Source: an optimization exercise on an open RTL-to-GDS flow (aim: small area). Production flows keep margins and buffers that such runs may drop. Power and IR drop assume default switching activity.

==> flow/design.v <==
package rt_pkg;
  localparam int unsigned RAY_HWORDS = 12;
  localparam int unsigned CNT_HWORDS = 2;
  localparam int unsigned TRI_HWORDS = 18;
  typedef enum logic [2:0] {
    StIdle0 = 3'b000,   
    StIdle1 = 3'b001,   
    StRay   = 3'b010,
    StCnt   = 3'b011,
    StDone  = 3'b100,
    StTri   = 3'b110,
    StHold  = 3'b111
  } fetch_state_e;
endpackage
module avm_read_issuer (
  input  logic        clk,
  input  logic        load_i,
  input  logic [31:0] load_addr_i,
  input  logic        active_i,
  input  logic [4:0]  rec_len_i,
  input  logic        rsp_i,
  input  logic        waitrequest_i,
  output logic        read_o,
  output logic [31:0] address_o,
  output logic        rec_done_o
);
  logic [31:0] addr_q;
  logic [4:0]  req_q;
  logic [2:0]  pend_q;
  logic        all_req, accept;
  logic [31:1] addr_c;
  always_comb begin
    addr_c[1] = 1'b1;
    for (int i = 2; i < 32; i++) addr_c[i] = addr_c[i-1] & addr_q[i-1];
  end
  assign all_req    = (req_q == rec_len_i);
  assign read_o     = active_i && !all_req && !pend_q[2];
  assign accept     = read_o && !waitrequest_i;
  assign rec_done_o = rsp_i && all_req && (pend_q == 3'd1);
  always_ff @(posedge clk) begin
    if (load_i) begin
      addr_q <= load_addr_i;
      req_q  <= '0;
      pend_q <= '0;
    end else begin
      if (accept) addr_q[31:1] <= addr_q[31:1] ^ addr_c;
      if (rec_done_o)  req_q <= '0;
      else if (accept) req_q <= req_q + 5'd1;
      if (accept && !rsp_i)      pend_q <= pend_q + 3'd1;
      else if (!accept && rsp_i) pend_q <= pend_q - 3'd1;
    end
  end
  assign address_o = addr_q;
endmodule
module scene_fetch (
  input  logic                 clk,
  input  logic                 reset,
  input  logic                 start,
  input  logic [31:0]          base_addr,
  output logic                 avm_m0_read,
  output logic [31:0]          avm_m0_address,
  output logic [1:0]           avm_m0_byteenable,
  input  logic                 avm_m0_waitrequest,
  input  logic [15:0]          avm_m0_readdata,
  input  logic                 avm_m0_readdatavalid,
  output logic [191:0]         o_ray,
  output logic                 o_ray_valid,
  output logic [287:0]         o_tri,
  output logic [31:0]          o_tri_index,
  output logic                 o_tri_valid,
  input  logic                 i_tri_ready,
  output logic                 o_tri_last,
  output logic [31:0]          o_tri_cnt,
  output logic                 o_busy,
  output logic                 o_done
);
  rt_pkg::fetch_state_e state_q;
  logic [287:0] rec_q;
  logic [191:0] ray_q;
  logic [31:0]  cnt_q, idx_q, idx_inc, cnt_new;
  logic [4:0]   rec_len;
  logic         idle, fetching, hold, last_hw, is_last, load;
  assign idle     = (state_q == rt_pkg::StIdle0) || (state_q == rt_pkg::StIdle1);
  assign hold     = (state_q == rt_pkg::StHold);
  assign fetching = (state_q == rt_pkg::StRay) || (state_q == rt_pkg::StCnt) || (state_q == rt_pkg::StTri);
  assign load     = idle && start;
  logic [31:0] idx_c;
  always_comb begin
    idx_c[0] = 1'b1;
    for (int i = 1; i < 32; i++) idx_c[i] = idx_c[i-1] & idx_q[i-1];
  end
  assign idx_inc  = idx_q ^ idx_c;
  assign is_last  = (idx_inc == cnt_q);
  assign cnt_new  = {avm_m0_readdata, rec_q[287:272]};
  always_comb begin
    unique case (state_q)
      rt_pkg::StRay: rec_len = 5'(rt_pkg::RAY_HWORDS);
      rt_pkg::StCnt: rec_len = 5'(rt_pkg::CNT_HWORDS);
      default:       rec_len = 5'(rt_pkg::TRI_HWORDS);
    endcase
  end
  avm_read_issuer u_issuer (
    .clk           (clk),
    .load_i        (load),
    .load_addr_i   (base_addr),
    .active_i      (fetching),
    .rec_len_i     (rec_len),
    .rsp_i         (avm_m0_readdatavalid),
    .waitrequest_i (avm_m0_waitrequest),
    .read_o        (avm_m0_read),
    .address_o     (avm_m0_address),
    .rec_done_o    (last_hw)
  );
  always_ff @(posedge clk) begin
    if (avm_m0_readdatavalid) rec_q <= {avm_m0_readdata, rec_q[287:16]};
    if (avm_m0_readdatavalid && state_q == rt_pkg::StRay) ray_q <= {avm_m0_readdata, ray_q[191:16]};
    if (load) idx_q <= '0;
    else if (hold && i_tri_ready) idx_q <= idx_inc;
  end
  always_ff @(posedge clk) begin
    if (!reset) begin
      state_q <= rt_pkg::StIdle0;
      cnt_q   <= '0;
    end else begin
      unique case (state_q)
        rt_pkg::StIdle0, rt_pkg::StIdle1: if (start) begin
          state_q <= rt_pkg::StRay;
          cnt_q   <= '0;
        end
        rt_pkg::StRay: if (last_hw) state_q <= rt_pkg::StCnt;
        rt_pkg::StCnt: if (last_hw) begin
          cnt_q   <= cnt_new;
          state_q <= (cnt_new == 32'd0) ? rt_pkg::StDone : rt_pkg::StTri;
        end
        rt_pkg::StTri: if (last_hw) state_q <= rt_pkg::StHold;
        rt_pkg::StHold: if (i_tri_ready) state_q <= is_last ? rt_pkg::StDone : rt_pkg::StTri;
        rt_pkg::StDone: state_q <= rt_pkg::StIdle1;
        default: state_q <= rt_pkg::StIdle0;
      endcase
    end
  end
  assign avm_m0_byteenable = 2'b11;
  assign o_ray       = ray_q;
  assign o_ray_valid = (state_q != rt_pkg::StIdle0) && (state_q != rt_pkg::StRay);
  assign o_tri       = rec_q;
  assign o_tri_index = idx_q;
  assign o_tri_valid = hold;
  assign o_tri_last  = is_last;
  assign o_tri_cnt   = cnt_q;
  assign o_busy      = !idle;
  assign o_done      = (state_q == rt_pkg::StDone);
endmodule
export LEC_CHECK = 0
export CAP_MARGIN = 20
export CORE_MARGIN = 2
export CORE_UTILIZATION = 60
export SLEW_MARGIN = 20
export BUFFER_PORTS_ARGS = -buffer_cell sky130_fd_sc_hd__buf_1
export CTS_ARGS = -sink_clustering_enable -repair_clock_nets -dont_use_dummy_load -buf_list sky130_fd_sc_hd__clkbuf_16 -sink_clustering_size 30 -sink_clustering_max_diameter 60
create_clock -name core_clock -period 10.0 [get_ports {clk}]
standard.sh (not shown) runs the stock make flow with config.mk's settings and CLKGATE_MAP_FILE= SYNTH_SCRIPT=/design/flow/synth_recipe.tcl, a recipe that flattens the netlist after the stock synthesis.
==> flow/flow/run.sh <==
#!/bin/bash
# The standard layout (standard.sh) with these changes:
# - synthesis maps logic with an area-oriented ABC script (flow/area.abc); the rest of the
#   synthesis, and so every register, is the standard one;
# - ports get the smallest buffer (buf_1) instead of the one buffer_ports picks by default;
# - CTS uses smaller clock buffers, larger sink clusters and no dummy loads.
set -eo pipefail
here=$(pwd)
cfg="${FLOW_CONFIG:-config.mk}"
cat >> "$cfg" <<'EOF'
export BUFFER_PORTS_ARGS = -buffer_cell sky130_fd_sc_hd__buf_1
export CTS_ARGS = -sink_clustering_enable -repair_clock_nets -dont_use_dummy_load -buf_list sky130_fd_sc_hd__clkbuf_16 -sink_clustering_size 30 -sink_clustering_max_diameter 60
EOF
export AREA_ABC_SCRIPT="$here/flow/area.abc"
{ head -n 1 synth_recipe.tcl; cat flow/abc_override.tcl; tail -n +2 synth_recipe.tcl; } > flow_synth.tcl
sed "s#SYNTH_SCRIPT=[^ ]*#SYNTH_SCRIPT=$here/flow_synth.tcl#" standard.sh > flow_standard.sh
grep -q "SYNTH_SCRIPT=$here/flow_synth.tcl" flow_standard.sh
bash flow_standard.sh > standard.log 2>&1
==> flow/flow/abc_override.tcl <==
# Technology mapping with an area-oriented ABC script (flow/area.abc) instead of ORFS's
# speed script; everything else in the synthesis is the standard one.
proc abc {args} {
  set out {}
  for {set i 0} {$i < [llength $args]} {incr i} {
    set a [lindex $args $i]
    if {$a eq "-script"} { incr i; lappend out -script $::env(AREA_ABC_SCRIPT); continue }
    if {$a eq "-D"} { incr i; continue }
    lappend out $a
  }
  yosys abc {*}$out
}
==> flow/flow/area.abc <==
strash
dch -f
amap
topo
Rerun with:
--- a/flow/flow/run.sh
+++ b/flow/flow/run.sh
@@ -10,5 +10,5 @@
 cat >> "$cfg" <<'EOF'
 export BUFFER_PORTS_ARGS = -buffer_cell sky130_fd_sc_hd__buf_1
-export CTS_ARGS = -sink_clustering_enable -repair_clock_nets -dont_use_dummy_load -buf_list sky130_fd_sc_hd__clkbuf_16 -sink_clustering_size 30 -sink_clustering_max_diameter 60
+export CTS_ARGS = -sink_clustering_enable -repair_clock_nets -dont_use_dummy_load -buf_list sky130_fd_sc_hd__clkbuf_8
 EOF
 export AREA_ABC_SCRIPT="$here/flow/area.abc"
CTS_ARGS = -sink_clustering_enable -repair_clock_nets -dont_use_dummy_load -buf_list sky130_fd_sc_hd__clkbuf_8   (was -sink_clustering_enable -repair_clock_nets -dont_use_dummy_load -buf_list sky130_fd_sc_hd__clkbuf_16 -sink_clustering_size 30 -sink_clustering_max_diameter 60)
Wire length goes up by 1.6%.
Die area stays the same.
Worst hold slack got worse by 3.8 ps.
Setup slack gets better by 46 ps.
Critical path depth is lower by 1.
Clock-buffer cell count went up by 53.
Final area rose by 1.4%.
Total power is higher by 4.5%.
Core utilization goes up by 1.0 points.
Rerun with:
--- a/flow/flow/run.sh
+++ b/flow/flow/run.sh
@@ -10,5 +10,5 @@
 cat >> "$cfg" <<'EOF'
 export BUFFER_PORTS_ARGS = -buffer_cell sky130_fd_sc_hd__buf_1
-export CTS_ARGS = -sink_clustering_enable -repair_clock_nets -dont_use_dummy_load -buf_list sky130_fd_sc_hd__clkbuf_8
+export CTS_ARGS = -sink_clustering_enable -repair_clock_nets -dont_use_dummy_load -root_buf sky130_fd_sc_hd__clkbuf_16 -buf_list sky130_fd_sc_hd__clkbuf_8 -sink_clustering_size 20 -sink_clustering_max_diameter 50
 EOF
 export AREA_ABC_SCRIPT="$here/flow/area.abc"
CTS_ARGS = -sink_clustering_enable -repair_clock_nets -dont_use_dummy_load -root_buf sky130_fd_sc_hd__clkbuf_16 -buf_list sky130_fd_sc_hd__clkbuf_8 -sink_clustering_size 20 -sink_clustering_max_diameter 50   (was -sink_clustering_enable -repair_clock_nets -dont_use_dummy_load -buf_list sky130_fd_sc_hd__clkbuf_8)
Effect:
- The changed run finished with timing, DRC and antenna clean
- sequential power barely changes
- total power shrinks by about 9%
- worst hold slack barely changes
- setup slack barely changes
No functional check of the RTL was part of any run of this note.

==> port drivers added, routing unchanged <==
No port has a modelled driver above. Below, the same layouts with a new extraction and two added sets of constraints. Step 1: set_driving_cell puts a clkbuf_16 on clk and a buf_2 on each other input, an assumption about the parent block. Step 2, shift: input delay + t, output delay - t, t = (earliest + latest rising clock arrival at the registers) / 2. This alone moves slack from input paths to output paths. Slacks: no drivers / after step 1 / after step 2; pairs: no drivers / after step 1.
run | t, ns | setup WS [ns] | worst register clock-pin slew, ns
the first run | 0.570 | 0.230 / 0.179 / 0.748 | 0.11 / 0.11
the second run | 0.661 | 0.276 / 0.224 / 0.886 | 0.06 / 0.06
the third run | 0.566 | 0.276 / 0.221 / 0.787 | 0.11 / 0.11
After both steps every run listed still meets setup and hold.
